Context: an optimization exercise on an open-source flow, tuned for a short achievable clock period and few clock cycles. The choices shown serve that exercise and are no tape-out recipe. In this exercise RTL edits were held to simulation tests only and were not proved equivalent to the original. Power and IR drop assume default switching activity.

$ cat flow/run.sh
#!/bin/bash
# synth_recipe.tcl (not shown) runs the flow's synth.tcl, then flattens the netlist and writes it again
# the make line also repeats each setting of config.mk as NAME=value (left out here)
make -C /OpenROAD-flow-scripts/flow DESIGN_CONFIG=/design/flow/config.mk WORK_HOME=/design/flow/orfs CLKGATE_MAP_FILE= SYNTH_SCRIPT=/design/flow/synth_recipe.tcl finish
$ cat flow/config.mk
export PLATFORM = sky130hd
export DESIGN_NAME = sodor_core
export DESIGN_NICKNAME = sodor_core
export VERILOG_FILES = /design/flow/design.v
export SDC_FILE = /design/flow/constraint.sdc
export NUM_CORES = 4
export LEC_CHECK = 0
export ABC_CLOCK_PERIOD_IN_PS = 2500
export CAP_MARGIN = 20
export CORE_MARGIN = 2
export CORE_UTILIZATION = 45
export GPL_TIMING_DRIVEN = 1
export SETUP_SLACK_MARGIN = 3.5
export SLEW_MARGIN = 20
export SYNTH_HIERARCHICAL = 1
$ cat flow/constraint.sdc
create_clock -name core_clock -period 6.0 [get_ports {clk}]
set_input_delay 1.2000 -clock core_clock [delete_from_list [all_inputs] [get_ports {clk}]]
set_output_delay 1.2000 -clock core_clock [all_outputs]
set_load 0.01 [all_outputs]
$ cat flow/design.v
`timescale 1ns/1ps
`default_nettype none
package sodor_pkg;
    localparam int XLEN     = 32;
    localparam int NUM_REGS = 32;
    typedef logic [XLEN-1:0] word_t;
    typedef logic [31:0]     inst_t;
    typedef logic [4:0]      reg_addr_t;
    localparam logic [6:0] OP_ALU_I  = 7'b0010011;
    localparam logic [6:0] OP_ALU_R  = 7'b0110011;
    localparam logic [6:0] OP_BRANCH = 7'b1100011;
    localparam word_t RESET_PC = '0;
    typedef struct packed {
        logic add;
        logic sll;
        logic slt;
        logic sltu;
        logic xor_;
        logic sr;
        logic or_;
        logic and_;
    } alu_sel_t;
endpackage
`default_nettype wire
`timescale 1ns/1ps
`default_nettype none
module regfile (
    input  logic                 clk,
    input  sodor_pkg::reg_addr_t rs1_addr_i,
    input  sodor_pkg::reg_addr_t rs2_addr_i,
    output sodor_pkg::word_t     rs1_data_o,
    output sodor_pkg::word_t     rs2_data_o,
    input  logic                 we_i,
    input  sodor_pkg::reg_addr_t wr_addr_i,
    input  sodor_pkg::word_t     wr_data_i
);
    sodor_pkg::word_t regs [1:sodor_pkg::NUM_REGS-1];
    always_ff @(posedge clk) begin
        if (we_i && (wr_addr_i != '0)) begin
            regs[wr_addr_i] <= wr_data_i;
        end
    end
    assign rs1_data_o = (rs1_addr_i == '0) ? '0 : regs[rs1_addr_i];
    assign rs2_data_o = (rs2_addr_i == '0) ? '0 : regs[rs2_addr_i];
endmodule
`default_nettype wire
`timescale 1ns/1ps
`default_nettype none
module front_end (
    input  logic                 clk,
    input  logic                 reset,
    input  sodor_pkg::inst_t     imem_data_i,
    output sodor_pkg::word_t     pc_o,
    input  logic                 refetch_i,
    input  sodor_pkg::word_t     redirect_pc_i,
    input  logic                 x_taken_i,
    input  sodor_pkg::word_t     alu_sum_i,
    input  sodor_pkg::word_t     alu_diff_i,
    input  sodor_pkg::word_t     alu_other_i,
    input  sodor_pkg::word_t     alu_sll_i,
    input  sodor_pkg::word_t     alu_sr_i,
    input  logic                 alu_lt_i,
    input  logic                 alu_ltu_i,
    input  logic                 w_wr_i,
    input  sodor_pkg::reg_addr_t w_rd_i,
    input  sodor_pkg::word_t     w_data_i,
    output logic                 x_valid_o,
    output logic                 x_valid_raw_o,    
    output logic                 x_squash_o,
    output sodor_pkg::word_t     x_pc_o,
    output sodor_pkg::word_t     x_pc4_o,
    output logic [12:0]          x_br_off_o,
    output logic                 x_pred_o,
    output logic                 x_is_branch_o,
    output logic                 x_wr_o,
    output sodor_pkg::reg_addr_t x_rd_o,
    output logic                 x_k_eq_o,
    output logic                 x_k_lt_o,
    output logic                 x_k_ltu_o,
    output logic                 x_inv_o,
    output logic                 x_flip_o,
    output logic                 x_pred_never_o,
    output logic                 x_sub_o,
    output logic                 x_sra_o,
    output sodor_pkg::alu_sel_t  x_sel_o,
    output sodor_pkg::word_t     x_op_a_o,
    output sodor_pkg::word_t     x_op_b_o,
    output logic [4:0]           x_shamt_o,
    output sodor_pkg::word_t     x_cmp_a_o,
    output sodor_pkg::word_t     x_cmp_b_o,
    output sodor_pkg::word_t     x_add_a_o,
    output sodor_pkg::word_t     x_add_b_o
);
    sodor_pkg::word_t     pc_q;
    sodor_pkg::word_t     pc_pred_q;
    sodor_pkg::word_t     pc_redir_q;
    logic                 redir_q;
    sodor_pkg::inst_t     inst;
    logic [6:0]           opcode;
    logic [2:0]           funct3;
    sodor_pkg::reg_addr_t rs1_addr;
    sodor_pkg::reg_addr_t rs2_addr;
    sodor_pkg::reg_addr_t rd_addr;
    logic                 is_alu_i;
    logic                 is_alu_r;
    logic                 is_alu;
    logic                 is_branch;
    logic                 bwd_branch;
    logic                 pred_taken;
    logic                 loop_exit;
    sodor_pkg::word_t     pred_target;
    sodor_pkg::word_t     pred_target_a;
    sodor_pkg::word_t     pred_target_b;
    logic                 f_wr;
    logic                 x_valid;
    logic                 x_wr;
    sodor_pkg::word_t     imm;
    sodor_pkg::word_t     pc_plus4;
    sodor_pkg::word_t     next_pc;
    sodor_pkg::word_t     rf_rs1;
    sodor_pkg::word_t     rf_rs2;
    sodor_pkg::word_t     early_rs1;
    sodor_pkg::word_t     early_rs2;
    sodor_pkg::word_t     op_a;
    sodor_pkg::word_t     op_b;
    logic                 x_hit1;
    logic                 byp_add;
    logic                 byp_sub;
    logic                 byp_oth;
    sodor_pkg::word_t     rest_a;
    sodor_pkg::word_t     rest_b;
    logic                 x_hit2;
    sodor_pkg::alu_sel_t  sel;
    logic                 x_valid_q;
    sodor_pkg::word_t     x_pc_q;
    sodor_pkg::word_t     x_pc4_q;
    logic [12:0]          x_br_off_q;
    logic                 x_pred_q;
    logic                 x_bwd_q;
    logic                 x_is_branch_q;
    logic                 x_wr_q;
    sodor_pkg::reg_addr_t x_rd_q;
    logic                 x_k_eq_q;
    logic                 x_k_lt_q;
    logic                 x_k_ltu_q;
    logic                 x_inv_q;
    logic                 x_flip_q;
    logic                 x_pred_never_q;
    logic                 x_sub_q;
    logic                 x_sra_q;
    sodor_pkg::alu_sel_t  x_sel_q;
    sodor_pkg::word_t     x_op_a_q;
    sodor_pkg::word_t     x_op_b_q;
    function automatic logic [29:0] inc30(input logic [29:0] a);
        logic [29:0] r;
        for (int i = 0; i < 30; i++) begin
            r[i] = a[i] ^ ((i == 0) ? 1'b1 : &(a | ~((30'd1 << i) - 30'd1)));
        end
        inc30 = r;
    endfunction
    assign inst      = imem_data_i;
    assign opcode    = inst[6:0];
    assign funct3    = inst[14:12];
    assign rs1_addr  = inst[19:15];
    assign rs2_addr  = inst[24:20];
    assign rd_addr   = inst[11:7];
    assign is_alu_i  = (opcode == sodor_pkg::OP_ALU_I);
    assign is_alu_r  = (opcode == sodor_pkg::OP_ALU_R);
    assign is_alu    = is_alu_i || is_alu_r;
    assign is_branch = (opcode == sodor_pkg::OP_BRANCH);
    assign f_wr      = is_alu && (rd_addr != '0);
    assign imm       = {{20{inst[31]}}, inst[31:20]};
    assign bwd_branch = is_branch && inst[31] && (funct3[2:1] != 2'b01);
    loop_predictor u_loop_predictor (
        .clk        (clk),
        .reset      (reset),
        .f_pc_a_i   (pc_pred_q),
        .f_pc_b_i   (pc_redir_q),
        .f_sel_b_i  (redir_q),
        .exit_o     (loop_exit),
        .x_update_i (x_valid && x_bwd_q),
        .x_pc_i     (x_pc_q),
        .x_taken_i  (x_taken_i)
    );
    assign pred_taken = bwd_branch && !loop_exit;
    fetch_target_adder u_fetch_target_a (
        .pc_i     (pc_pred_q),
        .off_i    ({inst[31], inst[7], inst[30:25], inst[11:8], 1'b0}),
        .target_o (pred_target_a)
    );
    fetch_target_adder u_fetch_target_b (
        .pc_i     (pc_redir_q),
        .off_i    ({inst[31], inst[7], inst[30:25], inst[11:8], 1'b0}),
        .target_o (pred_target_b)
    );
    assign pred_target = redir_q ? pred_target_b : pred_target_a;
    assign pc_plus4 = redir_q ? {inc30(pc_redir_q[31:2]), pc_redir_q[1:0]}
                              : {inc30(pc_pred_q[31:2]), pc_pred_q[1:0]};
    assign next_pc  = pred_taken ? pred_target : pc_plus4;
    assign x_valid  = x_valid_q && !redir_q;
    assign x_wr     = x_wr_q && !redir_q;
    always_ff @(posedge clk) begin
        pc_pred_q <= next_pc;
        redir_q   <= refetch_i;
        if (reset) begin
            pc_redir_q <= sodor_pkg::RESET_PC;
        end else begin
            pc_redir_q <= redirect_pc_i;
        end
    end
    assign pc_q = redir_q ? pc_redir_q : pc_pred_q;
    regfile u_regfile (
        .clk        (clk),
        .rs1_addr_i (rs1_addr),
        .rs2_addr_i (rs2_addr),
        .rs1_data_o (rf_rs1),
        .rs2_data_o (rf_rs2),
        .we_i       (w_wr_i),
        .wr_addr_i  (w_rd_i),
        .wr_data_i  (w_data_i)
    );
    assign early_rs1 = (w_wr_i && (w_rd_i == rs1_addr)) ? w_data_i : rf_rs1;
    assign early_rs2 = (w_wr_i && (w_rd_i == rs2_addr)) ? w_data_i : rf_rs2;
    assign x_hit1    = x_wr && (x_rd_q == rs1_addr);
    assign x_hit2    = x_wr && (x_rd_q == rs2_addr);
    assign byp_add   = x_sel_q.add && !x_sub_q;
    assign byp_sub   = x_sel_q.add && x_sub_q;
    assign byp_oth   = x_sel_q.xor_ || x_sel_q.or_ || x_sel_q.and_;
    assign rest_a    = ({32{x_hit1 && byp_oth}} & alu_other_i)
                     | ({32{!x_hit1}}           & early_rs1);
    assign rest_b    = ({32{is_alu_i}}                         & imm)
                     | ({32{!is_alu_i && x_hit2 && byp_oth}}   & alu_other_i)
                     | ({32{!is_alu_i && !x_hit2}}             & early_rs2);
    bypass_mux u_bypass_a (
        .sel_sum_i  (x_hit1 && byp_add),
        .sel_diff_i (x_hit1 && byp_sub),
        .sel_lt_i   (x_hit1 && x_sel_q.slt),
        .sel_sll_i  (x_hit1 && x_sel_q.sll),
        .sel_sr_i   (x_hit1 && x_sel_q.sr),
        .sll_i      (alu_sll_i),
        .sr_i       (alu_sr_i),
        .sel_ltu_i  (x_hit1 && x_sel_q.sltu),
        .lt_i       (alu_lt_i),
        .ltu_i      (alu_ltu_i),
        .sum_i      (alu_sum_i),
        .diff_i     (alu_diff_i),
        .rest_i     (rest_a),
        .y_o        (op_a)
    );
    bypass_mux u_bypass_b (
        .sel_sum_i  (!is_alu_i && x_hit2 && byp_add),
        .sel_diff_i (!is_alu_i && x_hit2 && byp_sub),
        .sel_lt_i   (!is_alu_i && x_hit2 && x_sel_q.slt),
        .sel_sll_i  (!is_alu_i && x_hit2 && x_sel_q.sll),
        .sel_sr_i   (!is_alu_i && x_hit2 && x_sel_q.sr),
        .sll_i      (alu_sll_i),
        .sr_i       (alu_sr_i),
        .sel_ltu_i  (!is_alu_i && x_hit2 && x_sel_q.sltu),
        .lt_i       (alu_lt_i),
        .ltu_i      (alu_ltu_i),
        .sum_i      (alu_sum_i),
        .diff_i     (alu_diff_i),
        .rest_i     (rest_b),
        .y_o        (op_b)
    );
    always_comb begin
        sel      = '0;
        sel.add  = (funct3 == 3'b000);
        sel.sll  = (funct3 == 3'b001);
        sel.slt  = (funct3 == 3'b010);
        sel.sltu = (funct3 == 3'b011);
        sel.xor_ = (funct3 == 3'b100);
        sel.sr   = (funct3 == 3'b101);
        sel.or_  = (funct3 == 3'b110);
        sel.and_ = (funct3 == 3'b111);
    end
    always_ff @(posedge clk) begin
        x_valid_q     <= !reset;
        x_wr_q        <= f_wr && !reset;
        x_pc_q        <= pc_q;
        x_pc4_q       <= pc_plus4;
        x_br_off_q    <= {inst[31], inst[7], inst[30:25], inst[11:8], 1'b0};
        x_pred_q      <= pred_taken;
        x_bwd_q       <= bwd_branch;
        x_is_branch_q <= is_branch;
        x_rd_q        <= rd_addr;
        x_k_eq_q      <= is_branch && (funct3[2:1] == 2'b00);
        x_k_lt_q      <= is_branch && (funct3[2:1] == 2'b10);
        x_k_ltu_q     <= is_branch && (funct3[2:1] == 2'b11);
        x_inv_q       <= funct3[0];
        x_flip_q      <= funct3[0] ^ pred_taken;
        x_pred_never_q <= pred_taken && !(is_branch && (funct3[2:1] != 2'b01));
        x_sub_q       <= is_alu_r && inst[30];
        x_sra_q       <= inst[30];
        x_sel_q       <= sel;
        x_op_a_q      <= op_a;
        x_op_b_q      <= op_b;
    end
    pc_port u_pc_port0 (
        .clk          (clk),
        .refetch_i    (refetch_i),
        .pc_redir_i   (pc_redir_q[7:0]),
        .pc_pred_i    (pc_pred_q[7:0]),
        .pc_o         (pc_o[7:0])
    );
    pc_port u_pc_port1 (
        .clk          (clk),
        .refetch_i    (refetch_i),
        .pc_redir_i   (pc_redir_q[15:8]),
        .pc_pred_i    (pc_pred_q[15:8]),
        .pc_o         (pc_o[15:8])
    );
    pc_port u_pc_port2 (
        .clk          (clk),
        .refetch_i    (refetch_i),
        .pc_redir_i   (pc_redir_q[23:16]),
        .pc_pred_i    (pc_pred_q[23:16]),
        .pc_o         (pc_o[23:16])
    );
    pc_port u_pc_port3 (
        .clk          (clk),
        .refetch_i    (refetch_i),
        .pc_redir_i   (pc_redir_q[31:24]),
        .pc_pred_i    (pc_pred_q[31:24]),
        .pc_o         (pc_o[31:24])
    );
    operand_copy u_cmp_copy (
        .clk (clk),
        .a_i (op_a),
        .b_i (op_b),
        .a_o (x_cmp_a_o),
        .b_o (x_cmp_b_o)
    );
    operand_copy u_add_copy (
        .clk (clk),
        .a_i (op_a),
        .b_i (op_b),
        .a_o (x_add_a_o),
        .b_o (x_add_b_o)
    );
    shamt_reg u_shamt_reg (
        .clk     (clk),
        .d_i     (op_b[4:0]),
        .q_o     (x_shamt_o)
    );
    assign x_valid_o     = x_valid;
    assign x_valid_raw_o = x_valid_q;
    assign x_squash_o    = redir_q;
    assign x_pc_o        = x_pc_q;
    assign x_pc4_o       = x_pc4_q;
    assign x_br_off_o    = x_br_off_q;
    assign x_pred_o      = x_pred_q;
    assign x_is_branch_o = x_is_branch_q;
    assign x_wr_o        = x_wr;
    assign x_rd_o        = x_rd_q;
    assign x_k_eq_o      = x_k_eq_q;
    assign x_k_lt_o      = x_k_lt_q;
    assign x_k_ltu_o     = x_k_ltu_q;
    assign x_inv_o       = x_inv_q;
    assign x_flip_o      = x_flip_q;
    assign x_pred_never_o = x_pred_never_q;
    assign x_sub_o       = x_sub_q;
    assign x_sra_o       = x_sra_q;
    assign x_sel_o       = x_sel_q;
    assign x_op_a_o      = x_op_a_q;
    assign x_op_b_o      = x_op_b_q;
endmodule
`default_nettype wire
`default_nettype none
module loop_predictor #(
    parameter int ENTRIES = 8,
    parameter int CNT_W   = 6,
    parameter int TAG_W   = 12
) (
    input  logic             clk,
    input  logic             reset,
    input  sodor_pkg::word_t f_pc_a_i,
    input  sodor_pkg::word_t f_pc_b_i,
    input  logic             f_sel_b_i,
    output logic             exit_o,
    input  logic             x_update_i,
    input  sodor_pkg::word_t x_pc_i,
    input  logic             x_taken_i
);
    logic             valid_q  [ENTRIES];
    logic             conf_q   [ENTRIES];
    logic [TAG_W:1]   tag_q    [ENTRIES];
    logic [CNT_W-1:0] cnt_q    [ENTRIES];
    logic [CNT_W-1:0] trip_q   [ENTRIES];
    logic             exit_q   [ENTRIES];
    logic [2:0]       victim_q;
    logic             u_update_q;
    logic             u_taken_q;
    logic [TAG_W:1]   u_pc_q;
    logic [ENTRIES-1:0] f_exit;
    logic [ENTRIES-1:0] u_hit;
    logic             exit_a;
    logic             exit_b;
    always_comb begin
        exit_a = 1'b0;
        exit_b = 1'b0;
        for (int i = 0; i < ENTRIES; i++) begin
            f_exit[i] = exit_q[i];
            exit_a    = exit_a | (f_exit[i] & (tag_q[i] == f_pc_a_i[TAG_W:1]));
            exit_b    = exit_b | (f_exit[i] & (tag_q[i] == f_pc_b_i[TAG_W:1]));
        end
    end
    assign exit_o = f_sel_b_i ? exit_b : exit_a;
    always_ff @(posedge clk) begin
        u_update_q <= x_update_i && !reset;
        u_taken_q  <= x_taken_i;
        u_pc_q     <= x_pc_i[TAG_W:1];
    end
    always_comb begin
        for (int i = 0; i < ENTRIES; i++) begin
            u_hit[i] = valid_q[i] && (tag_q[i] == u_pc_q);
        end
    end
    always_ff @(posedge clk) begin
        if (reset) begin
            for (int i = 0; i < ENTRIES; i++) begin
                valid_q[i] <= 1'b0;
                exit_q[i]  <= 1'b0;
            end
            victim_q <= '0;
        end else if (u_update_q) begin
            if (|u_hit) begin
                for (int i = 0; i < ENTRIES; i++) begin
                    if (u_hit[i]) begin
                        if (u_taken_q) begin
                            if (cnt_q[i] == '1) begin
                                conf_q[i] <= 1'b0;
                                exit_q[i] <= 1'b0;
                            end else begin
                                cnt_q[i]  <= cnt_q[i] + 1'b1;
                                exit_q[i] <= conf_q[i] && (cnt_q[i] + 1'b1 == trip_q[i]);
                            end
                        end else begin
                            trip_q[i] <= cnt_q[i];
                            conf_q[i] <= (cnt_q[i] != '1);
                            cnt_q[i]  <= '0;
                            exit_q[i] <= (cnt_q[i] == '0);
                        end
                    end
                end
            end else if (u_taken_q) begin
                valid_q[victim_q] <= 1'b1;
                conf_q[victim_q]  <= 1'b0;
                exit_q[victim_q]  <= 1'b0;
                tag_q[victim_q]   <= u_pc_q;
                cnt_q[victim_q]   <= 1;
                victim_q          <= victim_q + 1'b1;
            end
        end
    end
endmodule
`default_nettype wire
`default_nettype none
module fetch_target_adder (
    input  sodor_pkg::word_t pc_i,
    input  logic [12:0]      off_i,
    output sodor_pkg::word_t target_o
);
    logic [12:0] p0;
    logic [12:0] g;
    logic [12:0] p;
    logic [13:0] lo;
    logic [18:0] hi;
    logic [18:0] hi_dec;
    always_comb begin
        p0 = pc_i[12:0] ^ off_i;
        g  = pc_i[12:0] & off_i;
        p  = p0;
        for (int d = 1; d < 13; d = d * 2) begin
            for (int i = 12; i >= d; i--) begin
                g[i] = g[i] | (p[i] & g[i-d]);
                p[i] = p[i] & p[i-d];
            end
        end
        lo[0] = p0[0];
        for (int i = 1; i < 13; i++) begin
            lo[i] = p0[i] ^ g[i-1];
        end
        lo[13] = g[12];
    end
    pc_hi_dec u_dec (
        .hi_i  (pc_i[31:13]),
        .dec_o (hi_dec)
    );
    assign hi = lo[13] ? pc_i[31:13] : hi_dec;
    assign target_o = {hi, lo[12:0]};
endmodule
`default_nettype wire
`default_nettype none
module bypass_mux (
    input  logic             sel_sum_i,
    input  logic             sel_diff_i,
    input  logic             sel_lt_i,
    input  logic             sel_ltu_i,
    input  logic             sel_sll_i,
    input  logic             sel_sr_i,
    input  sodor_pkg::word_t sll_i,
    input  sodor_pkg::word_t sr_i,
    input  logic             lt_i,
    input  logic             ltu_i,
    input  sodor_pkg::word_t sum_i,
    input  sodor_pkg::word_t diff_i,
    input  sodor_pkg::word_t rest_i,
    output sodor_pkg::word_t y_o
);
    assign y_o = ({32{sel_sum_i}} & sum_i) | ({32{sel_diff_i}} & diff_i)
               | ({32{sel_sll_i}} & sll_i) | ({32{sel_sr_i}} & sr_i) | rest_i
               | {31'd0, (sel_lt_i & lt_i) | (sel_ltu_i & ltu_i)};
endmodule
`default_nettype wire
`default_nettype none
module pc_hi_dec (
    input  logic [18:0] hi_i,
    output logic [18:0] dec_o
);
    assign dec_o = hi_i - 19'd1;
endmodule
`default_nettype wire
`default_nettype none
module shamt_reg (
    input  logic       clk,
    input  logic [4:0] d_i,
    output logic [4:0] q_o
);
    logic [4:0] q;
    always_ff @(posedge clk) begin
        q <= d_i;
    end
    assign q_o = q;
endmodule
`default_nettype wire
`default_nettype none
module pc_port (
    input  logic             clk,
    input  logic             refetch_i,
    input  logic [7:0]       pc_redir_i,
    input  logic [7:0]       pc_pred_i,
    output logic [7:0]       pc_o
);
    logic sel_q;
    always_ff @(posedge clk) begin
        sel_q <= refetch_i;
    end
    assign pc_o = sel_q ? pc_redir_i : pc_pred_i;
endmodule
`default_nettype wire
`default_nettype none
module operand_copy (
    input  logic             clk,
    input  sodor_pkg::word_t a_i,
    input  sodor_pkg::word_t b_i,
    output sodor_pkg::word_t a_o,
    output sodor_pkg::word_t b_o
);
    sodor_pkg::word_t a_q;
    sodor_pkg::word_t b_q;
    always_ff @(posedge clk) begin
        a_q <= a_i;
        b_q <= b_i;
    end
    assign a_o = a_q;
    assign b_o = b_q;
endmodule
`default_nettype wire
`timescale 1ns/1ps
`default_nettype none
module alu_unit (
    input  sodor_pkg::word_t    op_a_i,
    input  sodor_pkg::word_t    op_b_i,
    input  sodor_pkg::word_t    add_a_i,   
    input  sodor_pkg::word_t    add_b_i,   
    input  logic [4:0]          shamt_i,   
    input  logic                sra_i,
    input  sodor_pkg::alu_sel_t sel_i,
    output sodor_pkg::word_t    sum_o,
    output sodor_pkg::word_t    diff_o,
    output sodor_pkg::word_t    sll_o,
    output sodor_pkg::word_t    sr_o,
    output sodor_pkg::word_t    other_o     
);
    sodor_pkg::word_t other;
    sodor_pkg::word_t sum;
    sodor_pkg::word_t diff;
    sodor_pkg::word_t sll_res;
    sodor_pkg::word_t sr_res;
    alu_adder u_add (
        .a_i (add_a_i),
        .b_i (add_b_i),
        .y_o (sum)
    );
    alu_subtractor u_sub (
        .a_i (add_a_i),
        .b_i (add_b_i),
        .y_o (diff)
    );
    alu_shifter u_shift (
        .a_i     (op_a_i),
        .shamt_i (shamt_i),
        .sra_i   (sra_i),
        .sll_o   (sll_res),
        .sr_o    (sr_res)
    );
    assign other    = ({32{sel_i.xor_}} & (op_a_i ^ op_b_i))
                    | ({32{sel_i.or_}}  & (op_a_i | op_b_i))
                    | ({32{sel_i.and_}} & (op_a_i & op_b_i));
    assign sum_o    = sum;
    assign diff_o   = diff;
    assign other_o  = other;
    assign sll_o    = sll_res;
    assign sr_o     = sr_res;
endmodule
`default_nettype wire
`default_nettype none
module alu_adder (
    input  sodor_pkg::word_t a_i,
    input  sodor_pkg::word_t b_i,
    output sodor_pkg::word_t y_o
);
    assign y_o = a_i + b_i;
endmodule
`default_nettype wire
`default_nettype none
module alu_subtractor (
    input  sodor_pkg::word_t a_i,
    input  sodor_pkg::word_t b_i,
    output sodor_pkg::word_t y_o
);
    assign y_o = a_i - b_i;
endmodule
`default_nettype wire
`default_nettype none
module alu_shifter (
    input  sodor_pkg::word_t a_i,
    input  logic [4:0]       shamt_i,
    input  logic             sra_i,
    output sodor_pkg::word_t sll_o,
    output sodor_pkg::word_t sr_o
);
    assign sll_o = a_i << shamt_i;
    assign sr_o  = sodor_pkg::word_t'($signed({sra_i & a_i[31], a_i}) >>> shamt_i);
endmodule
`default_nettype wire
`timescale 1ns/1ps
`default_nettype none
module branch_unit (
    input  logic             valid_i,
    input  logic             squash_i,
    input  logic             pred_i,
    input  logic             k_eq_i,
    input  logic             k_lt_i,
    input  logic             k_ltu_i,
    input  logic             inv_i,
    input  logic             flip_i,
    input  logic             pred_never_i,
    input  logic             eq_i,
    input  logic             lt_i,
    input  logic             ltu_i,
    input  sodor_pkg::word_t pc_i,
    input  sodor_pkg::word_t pc4_i,
    input  logic [12:0]      br_off_i,
    output logic             taken_o,
    output sodor_pkg::word_t target_o,
    input  logic             reset,
    output logic             refetch_o,
    output sodor_pkg::word_t redirect_pc_o
);
    pc_adder u_pc_adder (
        .pc_i     (pc_i),
        .off_i    (br_off_i),
        .target_o (target_o)
    );
    assign taken_o = valid_i && !squash_i && ((k_eq_i  && (eq_i  ^ inv_i)) ||
                                 (k_lt_i  && (lt_i  ^ inv_i)) ||
                                 (k_ltu_i && (ltu_i ^ inv_i)));
    assign refetch_o = reset || (valid_i && !squash_i &&
                                 ((k_eq_i  && (eq_i  ^ flip_i)) ||
                                  (k_lt_i  && (lt_i  ^ flip_i)) ||
                                  (k_ltu_i && (ltu_i ^ flip_i)) ||
                                  pred_never_i));
    assign redirect_pc_o = pred_i ? pc4_i : target_o;
endmodule
`default_nettype wire
`default_nettype none
module pc_adder (
    input  sodor_pkg::word_t pc_i,
    input  logic [12:0]      off_i,
    output sodor_pkg::word_t target_o
);
    assign target_o = pc_i + {{19{off_i[12]}}, off_i};
endmodule
`default_nettype wire
`default_nettype none
module compare_unit (
    input  sodor_pkg::word_t a_i,
    input  sodor_pkg::word_t b_i,
    output logic             eq_o,
    output logic             lt_o,
    output logic             ltu_o
);
    assign eq_o  = (a_i == b_i);
    assign ltu_o = (a_i < b_i);
    assign lt_o  = ($signed(a_i) < $signed(b_i));
endmodule
`default_nettype wire
`timescale 1ns/1ps
`default_nettype none
module writeback_stage (
    input  logic                 clk,
    input  logic                 reset,
    input  logic                 x_valid_i,
    input  sodor_pkg::word_t     x_pc_i,
    input  logic                 x_is_branch_i,
    input  logic                 x_taken_i,
    input  logic                 x_wr_i,
    input  sodor_pkg::reg_addr_t x_rd_i,
    input  sodor_pkg::alu_sel_t  x_sel_i,
    input  logic                 x_sub_i,
    input  sodor_pkg::word_t     x_sum_i,
    input  sodor_pkg::word_t     x_diff_i,
    input  sodor_pkg::word_t     x_sll_i,
    input  sodor_pkg::word_t     x_sr_i,
    input  sodor_pkg::word_t     x_other_i,
    input  logic                 x_lt_i,
    input  logic                 x_ltu_i,
    output logic                 w_wr_o,
    output sodor_pkg::reg_addr_t w_rd_o,
    output sodor_pkg::word_t     w_data_o,
    output logic                 r_valid_o,
    output sodor_pkg::word_t     r_pc_o,
    output logic                 r_is_branch_o,
    output logic                 r_taken_o,
    output logic                 r_writes_rd_o,
    output sodor_pkg::reg_addr_t r_rd_o,
    output sodor_pkg::word_t     r_data_o
);
    logic                 valid_q;
    sodor_pkg::word_t     pc_q;
    logic                 is_branch_q;
    logic                 taken_q;
    logic                 wr_q;
    sodor_pkg::reg_addr_t rd_q;
    sodor_pkg::alu_sel_t  sel_q;
    logic                 sub_q;
    sodor_pkg::word_t     sum_q;
    sodor_pkg::word_t     diff_q;
    sodor_pkg::word_t     sll_q;
    sodor_pkg::word_t     sr_q;
    sodor_pkg::word_t     other_q;
    logic                 lt_q;
    logic                 ltu_q;
    sodor_pkg::word_t     data;
    always_ff @(posedge clk) begin
        valid_q     <= x_valid_i && !reset;
        wr_q        <= x_wr_i && !reset;
        pc_q        <= x_pc_i;
        is_branch_q <= x_is_branch_i;
        taken_q     <= x_taken_i;
        rd_q        <= x_rd_i;
        sel_q       <= x_sel_i;
        sub_q       <= x_sub_i;
        sum_q       <= x_sum_i;
        diff_q      <= x_diff_i;
        sll_q       <= x_sll_i;
        sr_q        <= x_sr_i;
        other_q     <= x_other_i;
        lt_q        <= x_lt_i;
        ltu_q       <= x_ltu_i;
    end
    assign data = ({32{sel_q.add & !sub_q}} & sum_q)
                | ({32{sel_q.add &  sub_q}} & diff_q)
                | ({32{sel_q.slt}}  & {31'd0, lt_q})
                | ({32{sel_q.sltu}} & {31'd0, ltu_q})
                | ({32{sel_q.sll}}  & sll_q)
                | ({32{sel_q.sr}}   & sr_q)
                | other_q;
    retire_regs u_retire_regs (
        .clk           (clk),
        .reset         (reset),
        .x_valid_i     (valid_q),
        .x_pc_i        (pc_q),
        .x_is_branch_i (is_branch_q),
        .x_taken_i     (taken_q),
        .x_wr_i        (wr_q),
        .x_rd_i        (rd_q),
        .x_data_i      (data),
        .r_valid_o     (r_valid_o),
        .r_pc_o        (r_pc_o),
        .r_is_branch_o (r_is_branch_o),
        .r_taken_o     (r_taken_o),
        .r_writes_rd_o (r_writes_rd_o),
        .r_rd_o        (r_rd_o),
        .r_data_o      (r_data_o)
    );
    assign w_wr_o   = wr_q;
    assign w_rd_o   = rd_q;
    assign w_data_o = data;
endmodule
`default_nettype wire
`default_nettype none
module retire_regs (
    input  logic                 clk,
    input  logic                 reset,
    input  logic                 x_valid_i,
    input  sodor_pkg::word_t     x_pc_i,
    input  logic                 x_is_branch_i,
    input  logic                 x_taken_i,
    input  logic                 x_wr_i,
    input  sodor_pkg::reg_addr_t x_rd_i,
    input  sodor_pkg::word_t     x_data_i,
    output logic                 r_valid_o,
    output sodor_pkg::word_t     r_pc_o,
    output logic                 r_is_branch_o,
    output logic                 r_taken_o,
    output logic                 r_writes_rd_o,
    output sodor_pkg::reg_addr_t r_rd_o,
    output sodor_pkg::word_t     r_data_o
);
    logic                 valid_q;
    sodor_pkg::word_t     pc_q;
    logic                 is_branch_q;
    logic                 taken_q;
    logic                 writes_rd_q;
    sodor_pkg::reg_addr_t rd_q;
    sodor_pkg::word_t     data_q;
    always_ff @(posedge clk) begin
        valid_q     <= x_valid_i && !reset;
        pc_q        <= x_pc_i;
        is_branch_q <= x_is_branch_i;
        taken_q     <= x_taken_i;
        writes_rd_q <= x_wr_i;
        rd_q        <= x_rd_i;
        data_q      <= x_data_i;
    end
    assign r_valid_o     = valid_q;
    assign r_pc_o        = pc_q;
    assign r_is_branch_o = is_branch_q;
    assign r_taken_o     = taken_q;
    assign r_writes_rd_o = writes_rd_q;
    assign r_rd_o        = rd_q;
    assign r_data_o      = data_q;
endmodule
`default_nettype wire
`timescale 1ns/1ps
`default_nettype none
module sodor_core (
    input  logic               clk,
    input  logic               reset,
    input  logic [31:0]        imem_data_i,
    output logic [31:0]        pc_o,
    output logic               retire_valid_o,
    output logic [31:0]        retire_pc_o,
    output logic               retire_is_branch_o,
    output logic               retire_taken_o,
    output logic               retire_writes_rd_o,
    output logic [4:0]         retire_rd_o,
    output logic [31:0]        retire_data_o
);
    logic                 x_valid;
    logic                 x_valid_raw;
    logic                 x_squash;
    sodor_pkg::word_t     x_pc;
    sodor_pkg::word_t     x_pc4;
    logic [12:0]          x_br_off;
    logic                 x_pred;
    logic                 x_is_branch;
    logic                 x_wr;
    sodor_pkg::reg_addr_t x_rd;
    logic                 x_k_eq;
    logic                 x_k_lt;
    logic                 x_k_ltu;
    logic                 x_inv;
    logic                 x_flip;
    logic                 x_pred_never;
    logic                 x_sub;
    logic                 x_sra;
    sodor_pkg::alu_sel_t  x_sel;
    sodor_pkg::word_t     x_op_a;
    sodor_pkg::word_t     x_op_b;
    sodor_pkg::word_t     alu_sum;
    sodor_pkg::word_t     alu_diff;
    sodor_pkg::word_t     alu_other;
    sodor_pkg::word_t     alu_sll;
    sodor_pkg::word_t     alu_sr;
    logic [4:0]           x_shamt;
    sodor_pkg::word_t     x_cmp_a;
    sodor_pkg::word_t     x_cmp_b;
    sodor_pkg::word_t     x_add_a;
    sodor_pkg::word_t     x_add_b;
    logic                 eq;
    logic                 lt;
    logic                 ltu;
    logic                 taken;
    sodor_pkg::word_t     target;
    logic                 refetch;
    sodor_pkg::word_t     redirect_pc;
    logic                 w_wr;
    sodor_pkg::reg_addr_t w_rd;
    sodor_pkg::word_t     w_data;
    front_end u_front_end (
        .clk           (clk),
        .reset         (reset),
        .imem_data_i   (imem_data_i),
        .pc_o          (pc_o),
        .refetch_i     (refetch),
        .redirect_pc_i (redirect_pc),
        .x_taken_i     (taken),
        .alu_sum_i     (alu_sum),
        .alu_diff_i    (alu_diff),
        .alu_other_i   (alu_other),
        .alu_sll_i     (alu_sll),
        .alu_sr_i      (alu_sr),
        .alu_lt_i      (lt),
        .alu_ltu_i     (ltu),
        .w_wr_i        (w_wr),
        .w_rd_i        (w_rd),
        .w_data_i      (w_data),
        .x_valid_o     (x_valid),
        .x_valid_raw_o (x_valid_raw),
        .x_squash_o    (x_squash),
        .x_pc_o        (x_pc),
        .x_pc4_o       (x_pc4),
        .x_br_off_o    (x_br_off),
        .x_pred_o      (x_pred),
        .x_is_branch_o (x_is_branch),
        .x_wr_o        (x_wr),
        .x_rd_o        (x_rd),
        .x_k_eq_o      (x_k_eq),
        .x_k_lt_o      (x_k_lt),
        .x_k_ltu_o     (x_k_ltu),
        .x_inv_o       (x_inv),
        .x_flip_o      (x_flip),
        .x_pred_never_o (x_pred_never),
        .x_sub_o       (x_sub),
        .x_sra_o       (x_sra),
        .x_sel_o       (x_sel),
        .x_op_a_o      (x_op_a),
        .x_op_b_o      (x_op_b),
        .x_shamt_o     (x_shamt),
        .x_cmp_a_o     (x_cmp_a),
        .x_cmp_b_o     (x_cmp_b),
        .x_add_a_o     (x_add_a),
        .x_add_b_o     (x_add_b)
    );
    alu_unit u_alu_unit (
        .op_a_i   (x_op_a),
        .op_b_i   (x_op_b),
        .add_a_i  (x_add_a),
        .add_b_i  (x_add_b),
        .shamt_i  (x_shamt),
        .sra_i    (x_sra),
        .sel_i    (x_sel),
        .sum_o    (alu_sum),
        .diff_o   (alu_diff),
        .sll_o    (alu_sll),
        .sr_o     (alu_sr),
        .other_o  (alu_other)
    );
    compare_unit u_compare_unit (
        .a_i   (x_cmp_a),
        .b_i   (x_cmp_b),
        .eq_o  (eq),
        .lt_o  (lt),
        .ltu_o (ltu)
    );
    branch_unit u_branch_unit (
        .valid_i       (x_valid_raw),
        .squash_i      (x_squash),
        .pred_i        (x_pred),
        .k_eq_i        (x_k_eq),
        .k_lt_i        (x_k_lt),
        .k_ltu_i       (x_k_ltu),
        .inv_i         (x_inv),
        .flip_i        (x_flip),
        .pred_never_i  (x_pred_never),
        .eq_i          (eq),
        .lt_i          (lt),
        .ltu_i         (ltu),
        .pc_i          (x_pc),
        .pc4_i         (x_pc4),
        .br_off_i      (x_br_off),
        .taken_o       (taken),
        .target_o      (target),
        .reset         (reset),
        .refetch_o     (refetch),
        .redirect_pc_o (redirect_pc)
    );
    writeback_stage u_writeback_stage (
        .clk           (clk),
        .reset         (reset),
        .x_valid_i     (x_valid),
        .x_pc_i        (x_pc),
        .x_is_branch_i (x_is_branch),
        .x_taken_i     (taken),
        .x_wr_i        (x_wr),
        .x_rd_i        (x_rd),
        .x_sel_i       (x_sel),
        .x_sub_i       (x_sub),
        .x_sum_i       (alu_sum),
        .x_diff_i      (alu_diff),
        .x_sll_i       (alu_sll),
        .x_sr_i        (alu_sr),
        .x_other_i     (alu_other),
        .x_lt_i        (lt),
        .x_ltu_i       (ltu),
        .w_wr_o        (w_wr),
        .w_rd_o        (w_rd),
        .w_data_o      (w_data),
        .r_valid_o     (retire_valid_o),
        .r_pc_o        (retire_pc_o),
        .r_is_branch_o (retire_is_branch_o),
        .r_taken_o     (retire_taken_o),
        .r_writes_rd_o (retire_writes_rd_o),
        .r_rd_o        (retire_rd_o),
        .r_data_o      (retire_data_o)
    );
endmodule
`default_nettype wire
==> results of run 1 <==
-- per-layer routing --
| layer | track usage [%] | vias to the layer above | wire length (um) |
|---|---|---|---|
| li1 | - | 30590 | - |
| met1 | 43.95 | 37250 | 142400 |
| met2 | 49.97 | 4653 | 162600 |
| met3 | 6.685 | 1077 | 38380 |
| met4 | 16.22 | 4 | 22320 |
| met5 | 0 | - | 61 |
-- final cells by class --
class                      count  area, um^2
antenna                        6       15.01
clock buffer                 263        5569
clock inverter               115        1310
fill                       16580       89120
inverter                     237       940.9
multi-input combinational   4946       48870
sequential                  1867       49160
tap                         2821        3530
timing repair buffer        1091       12880
timing repair inverter         2       50.05
-- Yosys stat by module (local to each module, per instance), excerpt --
| module | cells | times used |
|---|---|---|
| operand_copy | 64 | 2 |
| compare_unit | 115 | 1 |
| alu_subtractor | 279 | 1 |
| branch_unit | 51 | 1 |
| front_end | 1019 | 1 |
| pc_port | 10 | 4 |
| pc_hi_dec | 50 | 2 |
| alu_adder | 271 | 1 |
| loop_predictor | 1191 | 1 |
| retire_regs | 74 | 1 |
| fetch_target_adder | 110 | 2 |
-- metrics by stage --
stage               cell area [um^2]  utilization (%)  power, mW  setup WS [ns]
floorplan                      96660                -      23.45          2.644
global placement              100500            47.52      27.03          1.253
detailed placement            100500            47.52      27.13          1.235
CTS                           118300            55.95      42.57          2.859
global route                  122300            57.85      45.35          2.854
finish                        122300            57.85      43.95          2.890
-- report_power, final --
group | switching [mW] | internal [mW]
sequential | 1.27 | 15.4
combinational | 7.65 | 6.71
clock | 5.45 | 7.51
-- layout by cell type (no fill, tap or decap), types with 76 or more instances in the layout --
| master | count |
|---|---|
| edfxtp_1 | 1136 |
| dfxtp_1 | 554 |
| buf_4 | 519 |
| mux2i_1 | 426 |
| mux4_2 | 395 |
| nand2_1 | 345 |
| a21oi_1 | 317 |
| xnor2_1 | 298 |
| nor2_1 | 275 |
| buf_6 | 269 |
| xor2_1 | 222 |
| clkbuf_16 | 211 |
| inv_1 | 210 |
| nand3_1 | 145 |
| ha_1 | 143 |
| nand4_1 | 131 |
| a22oi_1 | 123 |
| buf_12 | 105 |
| mux2_4 | 103 |
| dfxtp_2 | 101 |
| mux2_2 | 97 |
| nor2b_1 | 85 |
| o21ai_0 | 82 |
| ha_4 | 82 |
| dfxtp_4 | 76 |
-- worst paths after layout --
path	end	slack [ns]	depth (start not counted)
setup reg to reg	u_front_end.u_shamt_reg.q[1]	2.91	8
hold / removal	u_writeback_stage.u_retire_regs.pc_q[16]	0.31	0
setup / recovery	pc_o[16]	2.89	3
hold reg to reg	u_writeback_stage.u_retire_regs.pc_q[16]	0.31	0
-- timing repair --
item                                    in CTS  in global routing
pin swaps                                  348                296
buffers inserted                           478                186
gates cloned                                75                  7
endpoints found under the setup margin    1616                673
resized for setup                         1714                516
-- logic make-up (layout without fill, tap and decap cells) --
logic type	Yosys count	in the layout
xor gates and xnor gates	560	560
other	1	10
AOI/OAI and AO/OA	1439	1439
and+or+nand+nor	1617	1625
adders and majority gates	249	249
buffers and inverters	727	1708
muxes	1069	1069
DFF	1867	1867
-- state kept, by name (all words and copies together), names as in the netlist, 48 cells and up --
register,count
u_front_end.u_regfile.regs,992
u_front_end.u_loop_predictor.tag_q,96
u_front_end.u_loop_predictor.cnt_q,48
u_front_end.u_loop_predictor.trip_q,48
==> summary.txt, run 1 <==
Buffers on Ports=138; mean post-synth cell area=12.67 um^2; RSZ-0062 raised after global routing=yes; CP top delay family=flip-flops; most common cell in the netlist=edfxtp_1; FF-to-FF Start=u_front_end.u_shamt_reg.q[0]; gp weighted congestion=0.9438; main combinational cell family by area after synthesis=multiplexers; Worst-Skew Late Latency=0.86 ns; Commonest cells post-synth=edfxtp_1 (1136), dfxtp_1 (731), mux2i_1 (464); status=complete, no violations; CTS tree=built; antenna violations before repair=13; Core Rows=169; Crit-path slowest cell=dfxtp_4; Final Hold Fails=0; Synth area leader=edfxtp_1; Synth async-reset ratio=0%; Clock Tree Root=clkbuf_16; CP Cell Sequence=buf_6, mux2_4, buf_6; drt first-iter violations=9715; WHS=0.3090 ns; chip height=464.5 um; max_cap viols=0; TritonCTS Sinks=1867; Post-Synth XOR/XNOR Area=5.140%; die area=215800 um^2; synthesis-to-layout area growth=28.19%; Post-Synth Simple-Gate Area=8.835%; pwr dens=359.3 nW/um^2; Placed Cells=10220; worst slew pin tran=1.141 ns; HP Class=register to register; max incr delay on CP=0.46 ns; Startpoint Class=register; CP Capture Type=output port; Slew HR=23.90%; starting density of the core=45.13%; setup_tns=0 ns; area share of the largest cell type after synthesis=35.75%; DRC violations left=0; vias in the first global route=70770; Vias=73570; clk_skew=0.03623 ns; crit path DAT=1.91 ns; first-pass GRT wire length=512.8 mm; H-tree levels=4; core area=211500 um^2; Synth Area in Compound Gates=10.63%; Slew Viols, Final=0; Final Cycle Share=51.84%; post-route minimum period=3.110 ns; gr usage total=32.59%; Crit Path Max Fanout=8; Synth Cell Area=95430 um^2; Synth Area in Adders=3.304%; HP Start=u_writeback_stage.pc_q[16]; YS warnings=16; Leakage Power=45.68 nW; clock-pin slew on the worst setup and hold paths=0.07 ns; hpwl dp=214.1 mm; drt total wl=365.8 mm; routed vias/inst=6.483; fmax=321.5 MHz; most frequent CP cell=buf_6; hold buffers post-CTS=0; DRT Pass-1 Iters=8; antenna-violating nets left=0; register bit total from synthesis=1867; Main synth FF type=edfxtp_1; largest net degree at the start of global routing=80; multiplexer share of the synthesized area=17.16%; VDD IR max=0.0003728 V; largest cells by area after synthesis=edfxtp_1 (36%), dfxtp_1 (15%), mux4_2 (9.2%); grt total ovfl=0; Req. time, crit path=4.80 ns; layout cells sized above 1=36.62%; EDFF count, synth=1136; Clock Tree Buf Depth=3; # nets final=8628; Buffers & Inverters on Critical Path=2; fin cells=11350; Yosys cell types=130; TritonCTS buffer count=200; IO Pins=139; Setup CP Type=register to output port; share of the yosys chip area belonging to registers=51.08%; Final Setup Violations=0; die span in x=464.5 um; crit path from=u_front_end.u_pc_port2.sel_q; DR WL/cell=32.23 um; Post-Syn Instances=7529
Testbench counts, summed over its fixed seeds: cycles 33,114.
==> inputs of run 2 (changes only) <==
--- a/flow/design.v
+++ b/flow/design.v
@@ -299,30 +299,58 @@
     pc_port u_pc_port0 (
         .clk          (clk),
         .refetch_i    (refetch_i),
-        .pc_redir_i   (pc_redir_q[7:0]),
-        .pc_pred_i    (pc_pred_q[7:0]),
-        .pc_o         (pc_o[7:0])
+        .pc_redir_i   (pc_redir_q[3:0]),
+        .pc_pred_i    (pc_pred_q[3:0]),
+        .pc_o         (pc_o[3:0])
     );
     pc_port u_pc_port1 (
         .clk          (clk),
         .refetch_i    (refetch_i),
-        .pc_redir_i   (pc_redir_q[15:8]),
-        .pc_pred_i    (pc_pred_q[15:8]),
-        .pc_o         (pc_o[15:8])
+        .pc_redir_i   (pc_redir_q[7:4]),
+        .pc_pred_i    (pc_pred_q[7:4]),
+        .pc_o         (pc_o[7:4])
     );
     pc_port u_pc_port2 (
         .clk          (clk),
         .refetch_i    (refetch_i),
-        .pc_redir_i   (pc_redir_q[23:16]),
-        .pc_pred_i    (pc_pred_q[23:16]),
-        .pc_o         (pc_o[23:16])
+        .pc_redir_i   (pc_redir_q[11:8]),
+        .pc_pred_i    (pc_pred_q[11:8]),
+        .pc_o         (pc_o[11:8])
     );
     pc_port u_pc_port3 (
         .clk          (clk),
         .refetch_i    (refetch_i),
-        .pc_redir_i   (pc_redir_q[31:24]),
-        .pc_pred_i    (pc_pred_q[31:24]),
-        .pc_o         (pc_o[31:24])
+        .pc_redir_i   (pc_redir_q[15:12]),
+        .pc_pred_i    (pc_pred_q[15:12]),
+        .pc_o         (pc_o[15:12])
+    );
+    pc_port u_pc_port4 (
+        .clk          (clk),
+        .refetch_i    (refetch_i),
+        .pc_redir_i   (pc_redir_q[19:16]),
+        .pc_pred_i    (pc_pred_q[19:16]),
+        .pc_o         (pc_o[19:16])
+    );
+    pc_port u_pc_port5 (
+        .clk          (clk),
+        .refetch_i    (refetch_i),
+        .pc_redir_i   (pc_redir_q[23:20]),
+        .pc_pred_i    (pc_pred_q[23:20]),
+        .pc_o         (pc_o[23:20])
+    );
+    pc_port u_pc_port6 (
+        .clk          (clk),
+        .refetch_i    (refetch_i),
+        .pc_redir_i   (pc_redir_q[27:24]),
+        .pc_pred_i    (pc_pred_q[27:24]),
+        .pc_o         (pc_o[27:24])
+    );
+    pc_port u_pc_port7 (
+        .clk          (clk),
+        .refetch_i    (refetch_i),
+        .pc_redir_i   (pc_redir_q[31:28]),
+        .pc_pred_i    (pc_pred_q[31:28]),
+        .pc_o         (pc_o[31:28])
     );
     operand_copy u_cmp_copy (
         .clk (clk),
@@ -538,9 +566,9 @@
 module pc_port (
     input  logic             clk,
     input  logic             refetch_i,
-    input  logic [7:0]       pc_redir_i,
-    input  logic [7:0]       pc_pred_i,
-    output logic [7:0]       pc_o
+    input  logic [3:0]       pc_redir_i,
+    input  logic [3:0]       pc_pred_i,
+    output logic [3:0]       pc_o
 );
     logic sel_q;
     always_ff @(posedge clk) begin
--- a/flow/config.mk
+++ b/flow/config.mk
@@ -8,7 +8,7 @@
 export ABC_CLOCK_PERIOD_IN_PS = 2500
 export CAP_MARGIN = 20
 export CORE_MARGIN = 2
-export CORE_UTILIZATION = 45
+export CORE_UTILIZATION = 50
 export GPL_TIMING_DRIVEN = 1
 export SETUP_SLACK_MARGIN = 3.5
 export SLEW_MARGIN = 20
==> run 2 against run 1 <==
Synthesized cell count unchanged; hold slack better by 0.015 ns; total power is 1.5% lower; register-to-register slack got worse by 0.03 ns; non-clock buffer count grew 25; sequential cell count up 4; global-route usage grew 2.9 points; final cell count down 2.6%; critical path type is now primary input to register.
==> summary.txt, run 2 <==
YS warnings=16; Post-Syn Instances=7529; Core Rows=160; CP Capture Type=register; Final Cycle Share=52.80%; core area=189800 um^2; Biggest register=u_front_end.u_regfile.regs; antenna-violating nets left=0; chip height=440.7 um; die area=194200 um^2; reg2reg path depth=15; FILL cells=13980; Crit Path Max Fanout=5; Slew HR=27.37%; Buffers on Ports=138; Synth area leader=edfxtp_1; clock-pin slew on the worst setup and hold paths=0.06 ns; WHS=0.3237 ns; Synth Area in Compound Gates=10.64%; fmax=315.7 MHz; max reg flops=992; die span in x=440.7 um; hold buffers post-CTS=0; drt first-iter violations=8991; CTS tree=built; Final Setup Violations=0; DRT Pass-1 Iters=10; layout cells sized above 1=36.56%; TritonCTS Sinks=1871; Hold EP=u_writeback_stage.u_retire_regs.pc_q[12]; largest net degree at the start of global routing=75; clk_skew=0.05179 ns; antenna violations before repair=9; Synth async-reset ratio=0%; register bit total from synthesis=1871; mean post-synth cell area=12.66 um^2; DR WL/cell=32.13 um; share of the yosys chip area belonging to registers=51.21%; vias in the first global route=69810; post-route minimum period=3.168 ns; HP Class=register to register; Slew Viols, Final=0; multiplexer share of the synthesized area=17.05%; Main synth FF type=edfxtp_1; Final Hold Fails=0; Layout Utilization=63.94%; RSZ-0062 raised after global routing=yes; most common cell in the netlist=edfxtp_1; area share of the largest cell type after synthesis=35.78%; HP Start=u_writeback_stage.pc_q[12]; Clock Tree Root=clkbuf_16; FF-to-FF End=u_front_end.pc_pred_q[31]; Setup CP Type=primary input to register; most common cell after layout, fill and taps aside=edfxtp_1; Startpoint Class=primary input; worst slew pin tran=1.078 ns; Worst-Skew Late Latency=0.90 ns; max_cap viols=0; VDD IR max=0.0002912 V; pwr dens=356.7 nW/um^2; Synth Cell Area=95340 um^2; grt total ovfl=0; starting density of the core=50.24%; gp weighted congestion=0.9727; Yosys cell types=130; main combinational cell family by area after synthesis=multiplexers; drt total wl=355.2 mm; Vias=72350; crit path DAT=3.91 ns; setup_tns=0 ns; Leakage Power=45.46 nW; DRC violations left=0; Post-Synth XOR/XNOR Area=5.144%; TritonCTS buffer count=197; worst slack, placed=1.310 ns; fin worst setup slack=2.832 ns; synthesis-to-layout area growth=27.28%; EDFF count, synth=1136; Synth Area in Adders=3.307%; commonest cells after routing, fill and taps aside=edfxtp_1 (1136), buf_4 (579), dfxtp_1 (561); gr usage total=35.53%; # nets final=8656; Post-Synth Simple-Gate Area=8.842%; Worst Hold Path Cells=0; Clock Tree Buf Depth=3; routed vias/inst=6.545; hpwl dp=217.0 mm; R2R setup slack=2.88 ns; largest cells by area after synthesis=edfxtp_1 (36%), dfxtp_1 (15%), mux4_2 (9.2%); status=complete, no violations; Commonest cells post-synth=edfxtp_1 (1136), dfxtp_1 (735), mux2i_1 (464); first-pass GRT wire length=497.8 mm; Req. time, crit path=6.74 ns; total power=43.29 mW; FF-to-FF Start=u_front_end.pc_pred_q[9]; Largest regs=u_front_end.u_regfile.regs: 992 flops, u_front_end.u_loop_predictor.tag_q: 96 flops; IO Pins=139; H-tree levels=4
run 2: changes by cell type in the layout (fill, tap and decap cells not counted), sizes merged, moves of 2 or more:
| cell | change |
|---|---|
| buf | +29 |
| bufbuf | -13 |
| clkbuf | -7 |
| bufinv | -6 |
| nor2 | +5 |
| clkdlybuf4s15 | +4 |
| dfxtp | +4 |
| diode | -2 |
| dlygate4sd2 | +2 |
run 2: timing repair:
item	4_1_cts	5_1_grt
gates resized for setup	1716	513
setup endpoints to repair	1649	581
pin swaps	360	324
buffers inserted	509	176
cloned	45	8
run 2: cell type report:
| type | count | area, um^2 | share of cell area [%] |
|---|---|---|---|
| antenna | 4 | 10.01 | 0.008249 |
| clock buffer | 252 | 5403 | 4.452 |
| clock inverter | 113 | 1240 | 1.022 |
| inverter | 237 | 953.4 | 0.7857 |
| multi-input combinational | 4950 | 48690 | 40.13 |
| sequential | 1871 | 49250 | 40.59 |
| tap | 2511 | 3142 | 2.589 |
| timing repair buffer | 1116 | 12650 | 10.43 |
run 2: critical path, cell delays in order:
cell and delay (ns):
buf_16 0.11, buf_12 0.14, buf_12 0.13, buf_16 0.14, buf_12 0.12, buf_6 0.11
buf_8 0.13, buf_4 0.13, mux4_2 0.42, mux2i_1 0.19, nor2_2 0.08, a311o_1 0.39
mux2i_4 0.27, a21oi_2 0.09, a21oi_2 0.14, nand2_1 0.09
run 2: report_power, final:
part | internal (mW) | leakage (nW) | total (mW) | switching [mW]
registers | 15.4 | 16.5 | 16.5 | 1.13
logic | 6.55 | 25.7 | 14.2 | 7.66
clock network | 7.11 | 3.24 | 12.6 | 5.45
run 2: worst max path at each step:
stage | from | to | slack, ns | depth (start not counted)
after floorplan | imem_data_i[30] | u_front_end.pc_pred_q[25] | 2.64 | 9
after CTS | u_front_end.u_pc_port0.sel_q | pc_o[3] | 2.90 | 3
after global placement | imem_data_i[10] | u_front_end.pc_pred_q[16] | 1.28 | 10
after global routing | u_front_end.pc_pred_q[9] | u_front_end.pc_pred_q[31] | 2.84 | 15
after detailed placement | imem_data_i[10] | u_front_end.pc_pred_q[17] | 1.31 | 10
final | imem_data_i[15] | u_front_end.u_cmp_copy.a_q[18] | 2.83 | 16
run 2: metrics by stage:
stage,area [um^2],std cells
global route,121300,11050
finish,121300,11050
detailed placement,100300,9947
CTS,117300,10870
floorplan,96580,7532
global placement,100200,9946
run 2: modules after synthesis (local to each module, per instance), a selection:
module	area [um^2]	cells inside	times used	flops+latches
loop_predictor	12920	1191	1	233
front_end	9721	1019	1	223
writeback_stage	5295	322	1	209
alu_shifter	3892	456	1	0
alu_adder	1862	271	1	0
alu_subtractor	1839	279	1	0
operand_copy	1281	64	2	64
fetch_target_adder	913.4	110	2	0
compare_unit	822.0	115	1	0
pc_hi_dec	356.6	50	2	0
pc_port	65.06	5	8	1
run 2: kinds of logic (layout without fill, tap and decap cells):
family	Yosys count	after routing
xor gates and xnor gates	560	560
and+or+nand+nor	1617	1628
buffers and inverters	723	1718
other	1	8
AOI/OAI and AO/OA	1439	1440
adders and majority gates	249	249
muxes	1069	1069
DFF	1871	1871
run 2: routing by layer:
| layer | wire (um) | up-vias | track usage, % | part of all wire (%) |
|---|---|---|---|---|
| li1 | - | 30620 | - | - |
| met1 | 136200 | 36470 | 46.71 | 38 |
| met2 | 160000 | 4251 | 55.14 | 45 |
| met3 | 34760 | 996 | 7.295 | 9.8 |
| met4 | 24170 | 4 | 19.60 | 6.8 |
| met5 | 27 | - | 0 | 0.0076 |
Testbench counts of run 2, summed over its fixed seeds: cycles 33,114.

## port drivers added, routing unchanged
Ports are ideal in the flow. The routed layouts listed here were re-timed in OpenROAD. Step 1: set_driving_cell puts a clkbuf_16 on clk and a buf_2 on each other input, an assumption about the parent block. Step 2 times the ports against the registers' clock, not the clock port: input delays grow and output delays shrink by t, the midpoint of the rising clock arrivals with the driver on. a / b / c = no drivers / after step 1 / after step 2; a / b = the first two.
run	shift t [ns]	setup WS [ns]	clock arrival spread, ns	worst register clock-pin slew, ns	worst data-port slew with drivers (ns)
run 1	0.949	2.890 / 2.643 / 1.694	0.044 / 0.044	0.07 / 0.07	0.53
run 2	0.958	2.832 / 2.623 / 1.666	0.060 / 0.061	0.07 / 0.07	0.47
After both steps setup and hold are still met in every run listed. For run 1, which loses most, drivers alone change the setup slack by -0.247 ns; drivers and shift together by -1.196 ns.
